What follows belongs to an exercise in optimizing a design on an open flow for small area, a short achievable clock period and few clock cycles; a production flow would make more cautious choices. Function was checked by simulation only, so behaviour that the tests miss may differ from the original. Power figures rest on the tool's default switching activity, not on a simulated workload.

## fifo_queue_with_match_remove
module fifo_queue_with_match_remove #(
    parameter int QUEUE_DEPTH = fqmr_pkg::DEF_QUEUE_DEPTH,
    parameter int VALUE_BITS  = fqmr_pkg::DEF_VALUE_BITS
) (
    input  wire         i_clk,
    input  wire         i_rst_n,
    input  wire         i_s_tvalid,
    output logic        o_s_tready,
    input  wire  [31:0] i_s_tdata,    
    input  wire  [1:0]  i_s_tuser,    
    output logic        o_m_tvalid,
    input  wire         i_m_tready,
    output logic [63:0] o_m_tdata,    
    output logic [4:0]  o_m_tuser,    
    output logic        o_m_tlast     
);
    localparam int N = QUEUE_DEPTH;
    localparam int W = VALUE_BITS;
    logic         r_sk_v;
    logic         r_rdy;    
    logic [1:0]   r_sk_f;
    logic [W-1:0] r_sk_d;
    logic         r_v;
    logic         r_push, r_pop, r_rem, r_list;
    logic [W-1:0] r_d;
    logic [N-1:0] r_e;      
    logic         r_lk;     
    logic [N-3:0] r_w;      
    logic [N-1:0] r_len;
    logic [N*W-1:0] q;
    logic [W-1:0]   q0, q1;
    logic [N-1:0]   sh, ld;
    logic [W-1:0]   wdata;
    logic [N-1:0]   eq;
    logic           eq_wd;
    logic           c_v;
    logic [1:0]     c_f;
    logic [W-1:0]   c_d;
    logic           exec, last, done, load, rot;
    logic [N-1:0]   h, pre;
    logic           hit, h0;
    logic [N-1:0]   e_nxt;
    assign q0 = q[0 +: W];
    assign q1 = q[W +: W];
    assign c_v = r_sk_v | i_s_tvalid;
    assign c_f = r_sk_v ? r_sk_f : i_s_tuser;
    assign c_d = r_sk_v ? r_sk_d : i_s_tdata;
    assign o_s_tready = r_rdy;
    logic          r_o_v;
    logic [63:0]   r_o_data;
    logic [4:0]    r_o_user;
    logic          r_o_last;
    logic          ofree;
    assign ofree = !r_o_v || i_m_tready;
    assign exec = r_v && ofree;
    assign last = !r_list || !r_len[0] || (r_lk ? !r_w[0] : !r_len[1]);
    assign done = exec && last;
  ...
clock: 5.0 ns
lec_check: 0
cap_margin: 20
core_margin: 2
core_utilization: 40
place_density: 0.6
setup_slack_margin: 2.5
slew_margin: 20
run.sh (not shown) runs the stock make flow with config.mk's settings and CLKGATE_MAP_FILE= SYNTH_SCRIPT=/design/flow/synth_recipe.tcl, a recipe that flattens the netlist after the stock synthesis.
The baseline went through all stages and came out clean.
Testbench counts at the start, summed over its fixed seeds: cycles 5,447.
Rerun with:
ABC_CLOCK_PERIOD_IN_PS = 2500   (was default)
The new run completed with no timing, DRC or antenna violations.
Power does not change.
Synthesized cell count is unchanged.
Via count stays the same.
Non-clock buffer count stays the same.
Setup slack does not change.
Routed wire length stays the same.
Flip-flop and latch count stays the same.

========
fifo_queue_with_match_remove, a different RTL version from the one above (not shown whole).
Size: ~3100 cells after synthesis, roughly 620 flip-flops, roughly 110 I/O pins, roughly 30000 µm² of cells after synthesis.
clock: 5.0 ns
lec_check: 0
cap_margin: 20
core_margin: 2
core_utilization: 40
cts_cluster_diameter: 80
cts_cluster_size: 25
place_density: 0.6
setup_slack_margin: 2.5
slew_margin: 20
tns_end_percent: 5
standard.sh (not shown) runs the stock make flow with config.mk's settings and CLKGATE_MAP_FILE= SYNTH_SCRIPT=/design/flow/synth_recipe.tcl, a recipe that flattens the netlist after the stock synthesis.
==> flow/flow/run.sh <==
#!/bin/bash
# Standard layout (the standard flow's own synthesis and ORFS steps), with two changes to how
# the layout is made: the port buffers are buf_4 cells instead of the delay
# buffers buffer_ports picks by default, and the resizer may swap a cell for one
# with a different footprint. Each tool's full output goes to a log file here.
set -euo pipefail
bash standard.sh MATCH_CELL_FOOTPRINT=0 \
    "BUFFER_PORTS_ARGS=-buffer_cell sky130_fd_sc_hd__buf_4" \
    finish > standard_flow.log 2>&1
Testbench counts at the start, summed over its fixed seeds: cycles 5,447.
Rerun with:
SETUP_SLACK_MARGIN = 2.4   (was 2.5)
TNS_END_PERCENT = not set   (was 5)
=> Global-route usage shrinks by 1.8 points; first-iteration DRC count came out lower by 4.6%; area after synthesis does not change; die area is unchanged; via count decreases by 0.71%; clock-buffer cell count falls by 1; core utilization went up by 2.0 points.
Rerun with:
SETUP_SLACK_MARGIN = 2.5   (was 2.4)
=> Clock-buffer cell count falls by 1. First-iteration DRC count falls by a little under a tenth. Setup slack improved by 77 ps. Sequential share of layout area rises by 0.14 points. Routed wire length barely changes. Power falls by a few percent. Sequential power hardly moves.
Rerun with:
SETUP_SLACK_MARGIN = 2.65   (was 2.5)
Cell area came out higher by 5.8%.
Hold slack gets worse by 9.0 ps.
Non-clock buffer count came out higher by 88.
Maximum frequency hardly moves.
Critical path depth fell by 1.
Sequential power stays flat.
Via count grows by 3.1%.
Combinational power climbs by about 9%.
Global-route usage grows by 0.19 points.
Rerun with:
CTS_CLUSTER_DIAMETER = not set   (was 80)
CTS_CLUSTER_SIZE = not set   (was 25)
SETUP_SLACK_MARGIN = 2.5   (was 2.65)
Count of clock-buffer cells in the layout went up by 57.
Power went up by 12%.
Worst setup slack gets better by 18 ps.
Clock power went up by 49%.
Cell area went down by 2.1%.
Clock skew went down by 27 ps.
Core utilization went down by 1.0 points.
Register-to-register slack gets better by 20 ps.
Rerun with:
CTS_CLUSTER_DIAMETER = 80   (was not set)
CTS_CLUSTER_SIZE = 25   (was not set)
SETUP_SLACK_MARGIN = 2.6   (was 2.5)
TNS_END_PERCENT = 5   (was not set)
Cell count decreases by 2.0%.
Total power decreases by 12%.
Sequential share of layout area increases by 2.3 points.
Clock power decreases by 33%.

[port drivers added, routing unchanged]
In the flow no input, the clock included, has a driving cell. The finished layouts below were timed again as built, in two steps.
Step 1 sets driving cells, clkbuf_16 on the clock port and buf_2 on the other inputs (assumed; they add their load-dependent delay and slew).
Step 2, shift: input delay + t, output delay - t, t = (earliest + latest rising clock arrival at the registers) / 2. This alone moves slack from input paths to output paths.
Slacks: ideal ports / drivers / drivers and shift; pairs: ideal ports / drivers.
| run | shift t [ns] | setup slack, ns | hold WS [ns] | worst setup path after step 2 | latest minus earliest clock arrival (ns) |
|---|---|---|---|---|---|
| the first run of note 1 | 0.704 | 2.225 / 2.225 / 1.600 | 0.531 / 0.531 / 0.531 | input to register | 0.030 / 0.029 |
| the second run of note 1 | 0.704 | 2.225 / 2.225 / 1.600 | 0.531 / 0.531 / 0.531 | input to register | 0.030 / 0.029 |
| the first run of note 2 | 0.654 | 2.234 / 2.248 / 1.594 | 0.498 / 0.498 / 0.498 | input to register | 0.038 / 0.038 |
| the second run of note 2 | 0.670 | 2.343 / 2.343 / 1.771 | 0.503 / 0.503 / 0.503 | input to register | 0.045 / 0.045 |
| the third run of note 2 | 0.647 | 2.420 / 2.420 / 1.921 | 0.500 / 0.500 / 0.500 | input to register | 0.037 / 0.036 |
| the fourth run of note 2 | 0.655 | 2.427 / 2.427 / 1.936 | 0.491 / 0.491 / 0.491 | input to register | 0.051 / 0.051 |
| the fifth run of note 2 | 0.665 | 2.445 / 2.433 / 1.837 | 0.493 / 0.493 / 0.493 | input to register | 0.025 / 0.025 |
| the sixth run of note 2 | 0.650 | 2.375 / 2.375 / 1.765 | 0.499 / 0.499 / 0.499 | input to register | 0.036 / 0.036 |
After both steps every run listed still meets setup and hold. The setup slack of the first run of note 2, which loses most, moves by +0.014 ns with the drivers and by -0.640 ns with both steps.
